This is an optimization exercise on Yosys and OpenROAD, whose aim is small area, not a production implementation.
In this exercise RTL edits were held to simulation tests only and were not proved equivalent to the original.
No activity file was given, so power comes from the tool's default toggle rates.

// commit_checker
module commit_checker (
  input  wire        clk,
  input  wire        rst_n,
  input  wire        commit_valid_i,
  input  wire [31:0] commit_pc_i,
  input  wire [31:0] commit_inst_i,
  input  wire        commit_we_i,
  input  wire [4:0]  commit_rd_i,
  input  wire [31:0] commit_value_i,
  input  wire [31:0] commit_load_word_i,
  input  wire        err_ack_i,
  output wire        err_req_o,
  output wire [1:0]  err_kind_o,
  output wire [31:0] err_pc_o,
  output wire [15:0] err_index_o,
  output wire        err_lost_o,
  output wire [15:0] stats_retired_o,
  output wire [15:0] stats_checked_o
);
  rvc_pkg::commit_t  commit;
  rvc_pkg::err_rec_t err;
  rvc_pkg::stats_t   stats;
  assign commit.valid     = commit_valid_i;
  assign commit.pc        = commit_pc_i;
  assign commit.inst      = commit_inst_i;
  assign commit.we        = commit_we_i;
  assign commit.rd        = commit_rd_i;
  assign commit.value     = commit_value_i;
  assign commit.load_word = commit_load_word_i;
  commit_checker_top u_top (
    .clk       (clk),
    .rst_n     (rst_n),
    .commit_i  (commit),
    .err_ack_i (err_ack_i),
    .err_req_o (err_req_o),
    .err_o     (err),
    .stats_o   (stats)
  );
  assign err_kind_o      = err.kind;
  assign err_pc_o        = err.pc;
  assign err_index_o     = err.index;
  assign err_lost_o      = err.lost;
  assign stats_retired_o = stats.retired;
  assign stats_checked_o = stats.checked;
endmodule
export LEC_CHECK = 0
export CAP_MARGIN = 20
export CELL_PAD_IN_SITES_DETAIL_PLACEMENT = 0
export CELL_PAD_IN_SITES_GLOBAL_PLACEMENT = 1
export CORE_MARGIN = 2
export CORE_UTILIZATION = 55
export SLEW_MARGIN = 20
export SYNTH_HIERARCHICAL = 1
create_clock -name core_clock -period 12.0 [get_ports {clk}]
standard.sh (not shown) runs the stock make flow with config.mk's settings and CLKGATE_MAP_FILE= SYNTH_SCRIPT=/design/flow/synth_recipe.tcl, a recipe that flattens the netlist after the stock synthesis.
==> flow/flow/run.sh <==
#!/bin/bash
set -euo pipefail
bash standard.sh \
  BUFFER_PORTS_ARGS="-buffer_cell sky130_fd_sc_hd__buf_1" \
  CTS_ARGS="-sink_clustering_enable -repair_clock_nets -dont_use_dummy_load -sink_clustering_size 25 -sink_clustering_max_diameter 90" \
  finish > flow_make.log 2>&1
==> next run, changes <==
==> flow/flow/run.sh (replaced) <==
#!/bin/bash
set -euo pipefail
bash standard.sh \
  BUFFER_PORTS_ARGS="-buffer_cell sky130_fd_sc_hd__buf_1" \
  CTS_ARGS="-sink_clustering_enable -repair_clock_nets -dont_use_dummy_load -sink_clustering_size 28 -sink_clustering_max_diameter 70" \
  finish > flow_make.log 2>&1
--- a/flow/config.mk
+++ b/flow/config.mk
@@ -8,7 +8,7 @@
 export CAP_MARGIN = 20
 export CELL_PAD_IN_SITES_DETAIL_PLACEMENT = 0
-export CELL_PAD_IN_SITES_GLOBAL_PLACEMENT = 1
+export CELL_PAD_IN_SITES_GLOBAL_PLACEMENT = 0
 export CORE_MARGIN = 2
-export CORE_UTILIZATION = 55
+export CORE_UTILIZATION = 65
 export SLEW_MARGIN = 20
 export SYNTH_HIERARCHICAL = 1
What happened: Total power barely changes. Die area is lower by 15%. Clock power is about the same. First-iteration DRC count increases by about 19%. Core utilization went up by 11 points. Design area went down by 0.40%. Routed wire length fell by 3.1%. Clock-buffer cell count came out higher by 1. Sequential share of layout area climbs by 0.25 points. Worst hold slack got worse by 0.0055 ns. Non-clock buffer count grows by 1.
==> next run, changes <==
==> flow/flow/run.sh (replaced) <==
#!/bin/bash
set -euo pipefail
bash standard.sh \
  BUFFER_PORTS_ARGS="-buffer_cell sky130_fd_sc_hd__buf_1" \
  CTS_ARGS="-sink_clustering_enable -repair_clock_nets -dont_use_dummy_load -sink_clustering_size 28 -sink_clustering_max_diameter 90" \
  finish > flow_make.log 2>&1
--- a/flow/config.mk
+++ b/flow/config.mk
@@ -8,7 +8,7 @@
 export CAP_MARGIN = 20
 export CELL_PAD_IN_SITES_DETAIL_PLACEMENT = 0
-export CELL_PAD_IN_SITES_GLOBAL_PLACEMENT = 0
+export CELL_PAD_IN_SITES_GLOBAL_PLACEMENT = 1
 export CORE_MARGIN = 2
-export CORE_UTILIZATION = 65
+export CORE_UTILIZATION = 55
 export SLEW_MARGIN = 20
 export SYNTH_HIERARCHICAL = 1
Outcome: Wire length went up by 3.3%; die area went up by 18%; total power went down by 1.1%; setup slack degrades by 0.073 ns.

[re-timing with driven ports]
How much do the figures lean on ideal ports? The routed layouts below were timed once more, with nothing changed but the port constraints. Step 1 (the two cells are an assumption about what drives the block):
set clk [get_ports {clk}]
set_driving_cell -lib_cell sky130_fd_sc_hd__clkbuf_16 $clk
set_driving_cell -lib_cell sky130_fd_sc_hd__buf_2 [delete_from_list [all_inputs] $clk]
Step 2 times the ports against the registers' clock, not the clock port: input delays grow and output delays shrink by t, the midpoint of the rising clock arrivals with the driver on. Slacks: ideal ports / drivers / drivers and shift; pairs: ideal ports / drivers.
run | shift t [ns] | slack for setup (ns) | worst setup path at the end | latest minus earliest clock arrival (ns)
the first run | 0.703 | 1.549 / 1.594 / 0.891 | input to register | 0.117 / 0.117
the second run | 0.730 | 1.597 / 1.646 / 0.916 | input to register | 0.102 / 0.101
the third run | 0.703 | 1.523 / 1.568 / 0.865 | input to register | 0.102 / 0.102
After both steps setup and hold are still met in every run listed. For the second run, which loses most, drivers alone change the setup slack by +0.049 ns; drivers and shift together by -0.681 ns.
